From an optimization exercise on the open Yosys and OpenROAD flow, aimed at small area and few clock cycles per item; shortcuts taken in it are not production practice. RTL that was checked went through simulation tests only; none was proved equivalent to the original.

P:
==> flow/design.v <==
package cordic_pkg;
    localparam logic CORDIC_ROT = 1'b0;
    localparam logic CORDIC_VEC = 1'b1;
    localparam logic [31:0] HALF_PI = 32'd51472;
    function automatic logic [31:0] atan_q15(input int i);
        case (i)
            0: atan_q15 = 32'd25736;
            1: atan_q15 = 32'd15193;
            2: atan_q15 = 32'd8027;
            3: atan_q15 = 32'd4075;
            4: atan_q15 = 32'd2045;
            5: atan_q15 = 32'd1024;
            6: atan_q15 = 32'd512;
            7: atan_q15 = 32'd256;
            8: atan_q15 = 32'd128;
            9: atan_q15 = 32'd64;
            10: atan_q15 = 32'd32;
            11: atan_q15 = 32'd16;
            12: atan_q15 = 32'd8;
            13: atan_q15 = 32'd4;
            14: atan_q15 = 32'd2;
            15: atan_q15 = 32'd1;
            default: atan_q15 = 32'd0;
        endcase
    endfunction
endpackage
module cordic_dir (
    input  logic        mode,
    input  logic [1:0]  hc,
    input  logic        y_msb,
    input  logic [18:0] w,
    output logic        up
);
    logic z_pos;
    always_comb begin
        case (hc)
            2'd0:    z_pos = !w[18];
            2'd1:    z_pos = !w[18] && w[17];
            2'd2:    z_pos = 1'b0;
            default: z_pos = 1'b1;
        endcase
    end
    assign up = (mode == cordic_pkg::CORDIC_VEC) ? y_msb : z_pos;
endmodule
module cordic_stage
#(
    parameter int SHIFT = 0
) (
    input  logic        mode,
    input  logic [1:0]  hc,
    input  logic        up,
    input  logic [31:0] in_x,
    input  logic [31:0] in_y,
    input  logic [18:0] in_w,
    output logic [31:0] out_x,
    output logic [31:0] out_y,
    output logic [18:0] out_w,
    output logic        out_up
);
    localparam logic [18:0] ATAN = 19'(cordic_pkg::atan_q15(SHIFT));
    logic [31:0] x_sh, y_sh;
    assign x_sh = $signed(in_x) >>> SHIFT;
    assign y_sh = $signed(in_y) >>> SHIFT;
    cordic_add u_add_x (.a(in_x), .b(y_sh ^ {32{up}}),  .ci(up),  .s(out_x));
    cordic_add u_add_y (.a(in_y), .b(x_sh ^ {32{!up}}), .ci(!up), .s(out_y));
    assign out_w = up ? in_w - ATAN : in_w + ATAN;
    cordic_dir u_dir (.mode(mode), .hc(hc), .y_msb(out_y[31]), .w(out_w), .up(out_up));
endmodule
module cordic_add (
    input  logic [31:0] a,
    input  logic [31:0] b,
    input  logic        ci,
    output logic [31:0] s
);
    logic [5:0][32:0] g;
    logic [5:0][32:0] p;
    assign g[0][0]    = ci;
    assign p[0][0]    = 1'b0;
    assign g[0][32:1] = a & b;
    assign p[0][32:1] = a ^ b;
    for (genvar l = 0; l < 5; l++) begin : g_lvl
        for (genvar i = 0; i <= 32; i++) begin : g_bit
            if ((i >> l) & 1) begin : g_comb
                localparam int J = ((i >> l) << l) - 1;
                assign g[l+1][i] = g[l][i] | (p[l][i] & g[l][J]);
                assign p[l+1][i] = p[l][i] & p[l][J];
            end else begin : g_pass
                assign g[l+1][i] = g[l][i];
                assign p[l+1][i] = p[l][i];
            end
        end
    end
    assign s = p[0][32:1] ^ g[5][31:0];
endmodule
module cordic_neg (
    input  logic [31:0] v,
    output logic [31:0] n
);
    logic [5:0][31:0] o;
    assign o[0] = v;
    for (genvar l = 0; l < 5; l++) begin : g_lvl
        for (genvar i = 0; i < 32; i++) begin : g_bit
            if ((i >> l) & 1) begin : g_comb
                localparam int J = ((i >> l) << l) - 1;
                assign o[l+1][i] = o[l][i] | o[l][J];
            end else begin : g_pass
                assign o[l+1][i] = o[l][i];
            end
        end
    end
    assign n = v ^ {o[5][30:0], 1'b0};
endmodule
module cordic_pipe
#(
    parameter int WIDTH = 32,
    parameter int FRAC  = 15,
    parameter int ITER  = 16,
    parameter int TAG_W = 8
) (
    input  logic             clk,
    input  logic             rst,
    input  logic             in_valid,
    output logic             in_ready,
    input  logic             in_mode,
    input  logic [WIDTH-1:0] in_x,
    input  logic [WIDTH-1:0] in_y,
    input  logic [WIDTH-1:0] in_z,
    input  logic [TAG_W-1:0] in_tag,
    output logic             out_valid,
    input  logic             out_ready,
    output logic [WIDTH-1:0] out_x,
    output logic [WIDTH-1:0] out_y,
    output logic [WIDTH-1:0] out_z,
    output logic [TAG_W-1:0] out_tag
);
    localparam logic [15:0] REG_AFTER = 16'b1111111111111110;
    localparam logic signed [31:0] HP  = cordic_pkg::HALF_PI;
    localparam logic signed [18:0] AT0 = 19'(cordic_pkg::atan_q15(0));
    localparam logic signed [18:0] HP19 = 19'(cordic_pkg::HALF_PI);
    logic en;
    assign en       = !out_valid || out_ready;
    assign in_ready = en;
    logic [31:0] s_xy, d_xy, ns_xy, nd_xy;
    logic        vec, x_neg, y_neg, x_min, z_gt, z_lt, z_neg;
    logic [1:0]  sel;
    logic [31:0] x1, y1;
    logic [18:0] w1;
    logic [14:0] hi1;
    logic [1:0]  hc1;
    cordic_add u_s  (.a(in_x), .b(in_y),  .ci(1'b0), .s(s_xy));
    cordic_add u_d  (.a(in_x), .b(~in_y), .ci(1'b1), .s(d_xy));
    cordic_neg u_ns (.v(s_xy), .n(ns_xy));
    cordic_neg u_nd (.v(d_xy), .n(nd_xy));
    assign vec   = (in_mode == cordic_pkg::CORDIC_VEC);
    assign x_neg = in_x[31];
    assign y_neg = in_y[31];
    assign z_neg = in_z[31];
    assign x_min = (in_x == 32'h8000_0000);
    assign z_gt  = $signed(in_z) > HP;
    assign z_lt  = $signed(in_z) < -HP;
    logic [18:0] zl, w_up, w_dn, w_r2, w_r3;
    assign zl   = {2'b00, in_z[16:0]};
    assign w_up = zl - AT0;
    assign w_dn = zl + AT0;
    assign w_r2 = zl - (HP19 + AT0);
    assign w_r3 = zl + (HP19 + AT0);
    always_comb begin
        if (vec) begin
            if (!x_neg) begin
                sel = y_neg ? 2'd0 : 2'd1;
                w1  = y_neg ? -AT0 : AT0;
            end else if (!y_neg) begin
                sel = x_min ? 2'd1 : 2'd2;
                w1  = x_min ? HP19 - AT0 : HP19 + AT0;
            end else begin
                sel = 2'd3;
                w1  = -HP19 - AT0;
            end
        end else if (z_gt) begin
            sel = 2'd3;
            w1  = w_r2;
        end else if (z_lt) begin
            sel = 2'd2;
            w1  = w_r3;
        end else begin
            sel = z_neg ? 2'd1 : 2'd0;
            w1  = z_neg ? w_dn : w_up;
        end
    end
    always_comb begin
        case (sel)
            2'd0:    begin x1 = d_xy;  y1 = s_xy;  end
            2'd1:    begin x1 = s_xy;  y1 = nd_xy; end
            2'd2:    begin x1 = nd_xy; y1 = ns_xy; end
            default: begin x1 = ns_xy; y1 = d_xy;  end
        endcase
    end
    assign hi1 = vec ? 15'd0 : in_z[31:17];
    always_comb begin
        if (vec || hi1 == 15'd0)  hc1 = 2'd0;
        else if (&hi1)            hc1 = 2'd1;
        else if (hi1[14])         hc1 = 2'd2;
        else                      hc1 = 2'd3;
    end
    logic [ITER:1]             b_v,  a_v;
    logic [ITER:1]             b_m,  a_m;
    logic [ITER:1]             b_u,  a_u;
    logic [ITER:1][1:0]        b_c,  a_c;
    logic [ITER:1][14:0]       b_h,  a_h;
    logic [ITER:1][31:0]       b_x,  a_x;
    logic [ITER:1][31:0]       b_y,  a_y;
    logic [ITER:1][18:0]       b_w,  a_w;
    logic [ITER:1][TAG_W-1:0]  b_t,  a_t;
    assign a_v[1] = in_valid;
    assign a_m[1] = in_mode;
    cordic_dir u_dir1 (.mode(in_mode), .hc(hc1), .y_msb(y1[31]), .w(w1), .up(a_u[1]));
    assign a_c[1] = hc1;
    assign a_h[1] = hi1;
    assign a_x[1] = x1;
    assign a_y[1] = y1;
    assign a_w[1] = w1;
    assign a_t[1] = in_tag;
    for (genvar k = 1; k <= ITER; k++) begin : g_node
        localparam logic REG = (k == 1) ? 1'b1 : REG_AFTER[k-1];
        if (REG) begin : g_reg
            logic             r_v;
            logic             r_m;
            logic             r_u;
            logic [1:0]       r_c;
            logic [14:0]      r_h;
            logic [31:0]      r_x, r_y;
            logic [18:0]      r_w;
            logic [TAG_W-1:0] r_t;
            always_ff @(posedge clk) begin
                if (rst) r_v <= 1'b0;
                else if (en) r_v <= a_v[k];
            end
            always_ff @(posedge clk) begin
                if (en) begin
                    r_m <= a_m[k];
                    r_u <= a_u[k];
                    r_c <= a_c[k];
                    r_h <= a_h[k];
                    r_x <= a_x[k];
                    r_y <= a_y[k];
                    r_w <= a_w[k];
                    r_t <= a_t[k];
                end
            end
            assign b_v[k] = r_v;
            assign b_m[k] = r_m;
            assign b_u[k] = r_u;
            assign b_c[k] = r_c;
            assign b_h[k] = r_h;
            assign b_x[k] = r_x;
            assign b_y[k] = r_y;
            assign b_w[k] = r_w;
            assign b_t[k] = r_t;
        end else begin : g_wire
            assign b_v[k] = a_v[k];
            assign b_m[k] = a_m[k];
            assign b_u[k] = a_u[k];
            assign b_c[k] = a_c[k];
            assign b_h[k] = a_h[k];
            assign b_x[k] = a_x[k];
            assign b_y[k] = a_y[k];
            assign b_w[k] = a_w[k];
            assign b_t[k] = a_t[k];
        end
        if (k < ITER) begin : g_rot
            cordic_stage #(.SHIFT(k)) u_stage (
                .mode  (b_m[k]),
                .hc    (b_c[k]),
                .up    (b_u[k]),
                .in_x  (b_x[k]),
                .in_y  (b_y[k]),
                .in_w  (b_w[k]),
                .out_x (a_x[k+1]),
                .out_y (a_y[k+1]),
                .out_w (a_w[k+1]),
                .out_up(a_u[k+1])
            );
            assign a_v[k+1] = b_v[k];
            assign a_m[k+1] = b_m[k];
            assign a_c[k+1] = b_c[k];
            assign a_h[k+1] = b_h[k];
            assign a_t[k+1] = b_t[k];
        end
    end
    assign out_valid = b_v[ITER];
    assign out_x     = b_x[ITER];
    assign out_y     = b_y[ITER];
    assign out_z     = {b_h[ITER] + {{13{b_w[ITER][18]}}, b_w[ITER][18:17]}, b_w[ITER][16:0]};
    assign out_tag   = b_t[ITER];
endmodule
Settings: LEC_CHECK=0, CAP_MARGIN=20, CORE_MARGIN=2, CORE_UTILIZATION=65, CTS_BUF_LIST=sky130_fd_sc_hd__clkbuf_8, CTS_CLUSTER_DIAMETER=50, CTS_CLUSTER_SIZE=16, SLEW_MARGIN=20; clock period 5.0 ns.
run.sh (not shown) runs the stock make flow with config.mk's settings and CLKGATE_MAP_FILE= SYNTH_SCRIPT=/design/flow/synth_recipe.tcl, a recipe that flattens the netlist after the stock synthesis.
Per the final summary, P finished and its layout is clean on timing, DRC and antenna.
Setup changes, P to Q
-- flow/design.v --
<<< P, line 25
    endfunction
endpackage
module cordic_dir (
    input  logic        mode,
    input  logic [1:0]  hc,
    input  logic        y_msb,
    input  logic [18:0] w,
    output logic        up
);
    logic z_pos;
    always_comb begin
        case (hc)
            2'd0:    z_pos = !w[18];
            2'd1:    z_pos = !w[18] && w[17];
            2'd2:    z_pos = 1'b0;
            default: z_pos = 1'b1;
        endcase
    end
    assign up = (mode == cordic_pkg::CORDIC_VEC) ? y_msb : z_pos;
endmodule
module cordic_stage
#(
>>> Q, line 25
    endfunction
endpackage
module cordic_stage
#(
<<< P, line 49
    input  logic        mode,
    input  logic [1:0]  hc,
    input  logic        up,
    input  logic [31:0] in_x,
    input  logic [31:0] in_y,
>>> Q, line 31
    input  logic        mode,
    input  logic [1:0]  hc,
    input  logic [31:0] in_x,
    input  logic [31:0] in_y,
<<< P, line 55
    output logic [31:0] out_x,
    output logic [31:0] out_y,
    output logic [18:0] out_w,
    output logic        out_up
);
    localparam logic [18:0] ATAN = 19'(cordic_pkg::atan_q15(SHIFT));
    logic [31:0] x_sh, y_sh;
    assign x_sh = $signed(in_x) >>> SHIFT;
    assign y_sh = $signed(in_y) >>> SHIFT;
>>> Q, line 36
    output logic [31:0] out_x,
    output logic [31:0] out_y,
    output logic [18:0] out_w
);
    localparam logic [18:0] ATAN = 19'(cordic_pkg::atan_q15(SHIFT));
    logic [31:0] x_sh, y_sh;
    logic        z_pos;
    logic        up;
    always_comb begin
        case (hc)
            2'd0:    z_pos = !in_w[18];
            2'd1:    z_pos = !in_w[18] && in_w[17];
            2'd2:    z_pos = 1'b0;
            default: z_pos = 1'b1;
        endcase
    end
    assign up   = (mode == cordic_pkg::CORDIC_VEC) ? in_y[31] : z_pos;
    assign x_sh = $signed(in_x) >>> SHIFT;
    assign y_sh = $signed(in_y) >>> SHIFT;
<<< P, line 65
    cordic_add u_add_y (.a(in_y), .b(x_sh ^ {32{!up}}), .ci(!up), .s(out_y));
    assign out_w = up ? in_w - ATAN : in_w + ATAN;
    cordic_dir u_dir (.mode(mode), .hc(hc), .y_msb(out_y[31]), .w(out_w), .up(out_up));
endmodule
module cordic_add (
>>> Q, line 56
    cordic_add u_add_y (.a(in_y), .b(x_sh ^ {32{!up}}), .ci(!up), .s(out_y));
    assign out_w = up ? in_w - ATAN : in_w + ATAN;
endmodule
module cordic_add (
<<< P, line 205
    logic [ITER:1]             b_v,  a_v;
    logic [ITER:1]             b_m,  a_m;
    logic [ITER:1]             b_u,  a_u;
    logic [ITER:1][1:0]        b_c,  a_c;
    logic [ITER:1][14:0]       b_h,  a_h;
>>> Q, line 195
    logic [ITER:1]             b_v,  a_v;
    logic [ITER:1]             b_m,  a_m;
    logic [ITER:1][1:0]        b_c,  a_c;
    logic [ITER:1][14:0]       b_h,  a_h;
<<< P, line 214
    assign a_v[1] = in_valid;
    assign a_m[1] = in_mode;
    cordic_dir u_dir1 (.mode(in_mode), .hc(hc1), .y_msb(y1[31]), .w(w1), .up(a_u[1]));
    assign a_c[1] = hc1;
    assign a_h[1] = hi1;
>>> Q, line 203
    assign a_v[1] = in_valid;
    assign a_m[1] = in_mode;
    assign a_c[1] = hc1;
    assign a_h[1] = hi1;
<<< P, line 226
            logic             r_v;
            logic             r_m;
            logic             r_u;
            logic [1:0]       r_c;
            logic [14:0]      r_h;
>>> Q, line 214
            logic             r_v;
            logic             r_m;
            logic [1:0]       r_c;
            logic [14:0]      r_h;
<<< P, line 239
                if (en) begin
                    r_m <= a_m[k];
                    r_u <= a_u[k];
                    r_c <= a_c[k];
                    r_h <= a_h[k];
>>> Q, line 226
                if (en) begin
                    r_m <= a_m[k];
                    r_c <= a_c[k];
                    r_h <= a_h[k];
<<< P, line 250
            assign b_v[k] = r_v;
            assign b_m[k] = r_m;
            assign b_u[k] = r_u;
            assign b_c[k] = r_c;
            assign b_h[k] = r_h;
>>> Q, line 236
            assign b_v[k] = r_v;
            assign b_m[k] = r_m;
            assign b_c[k] = r_c;
            assign b_h[k] = r_h;
<<< P, line 260
            assign b_v[k] = a_v[k];
            assign b_m[k] = a_m[k];
            assign b_u[k] = a_u[k];
            assign b_c[k] = a_c[k];
            assign b_h[k] = a_h[k];
>>> Q, line 245
            assign b_v[k] = a_v[k];
            assign b_m[k] = a_m[k];
            assign b_c[k] = a_c[k];
            assign b_h[k] = a_h[k];
<<< P, line 272
                .mode  (b_m[k]),
                .hc    (b_c[k]),
                .up    (b_u[k]),
                .in_x  (b_x[k]),
                .in_y  (b_y[k]),
>>> Q, line 256
                .mode  (b_m[k]),
                .hc    (b_c[k]),
                .in_x  (b_x[k]),
                .in_y  (b_y[k]),
<<< P, line 278
                .out_x (a_x[k+1]),
                .out_y (a_y[k+1]),
                .out_w (a_w[k+1]),
                .out_up(a_u[k+1])
            );
            assign a_v[k+1] = b_v[k];
>>> Q, line 261
                .out_x (a_x[k+1]),
                .out_y (a_y[k+1]),
                .out_w (a_w[k+1])
            );
            assign a_v[k+1] = b_v[k];
## What came out
Between P and Q, met3 capacity usage during global routing is lower for Q, P comes in above that. Of the two values seen for topmost layer with routed signal wires, met5 was produced by P and met4 by Q. Comparing P and Q, the lower count of flip-flops with a built-in enable after synthesis is on Q. The wire length reported by the detailed router on Q is in line with that on P. Q vs. P: instance count on the critical path decreased 2; number of nets in the synthesized netlist fell by about 2%. Time the final worst path needs with I/O delays and setup, P and Q: smaller value in Q. Between P and Q, the area after synthesis is higher for P. Measured against P, the inverter count of Q comes out at 0.62 times the reference value. Taking P as the reference, in Q number of clock buffers in the layout grew by 2; die extent in y shrank by 0.64%; number of sequential storage elements now sits lower. Hold slack: lower on P.
Testbench counts of Q, summed over its fixed seeds: cycles 3,328, items 3,200.
Only the layout flow was run in P; the RTL was not checked for function there.

[static timing again, ports no longer ideal]
In the flow no input, the clock included, has a driving cell. The finished layouts below were timed again as built, in two steps.
Step 1: set_driving_cell puts a clkbuf_16 on clk and a buf_2 on each other input, an assumption about the parent block.
Step 2, shift: input delay + t, output delay - t, t = (earliest + latest rising clock arrival at the registers) / 2. This alone moves slack from input paths to output paths.
a / b / c = no drivers / after step 1 / after step 2; a / b = the first two.
| run | t (ns) | slack for setup (ns) | latest minus earliest clock arrival (ns) | worst register clock-pin slew, ns | worst data-port slew with drivers (ns) |
|---|---|---|---|---|---|
| P | 1.056 | 0.044 / -0.042 / -0.835 | 0.092 / 0.092 | 0.11 / 0.11 | 0.05 |
| Q | 1.059 | 0.126 / 0.044 / -0.727 | 0.068 / 0.068 | 0.10 / 0.10 | 0.06 |
Met with ideal ports but missed after step 2: setup timing in P and Q. The setup slack of P, which loses most, moves by -0.086 ns with the drivers and by -0.879 ns with both steps.
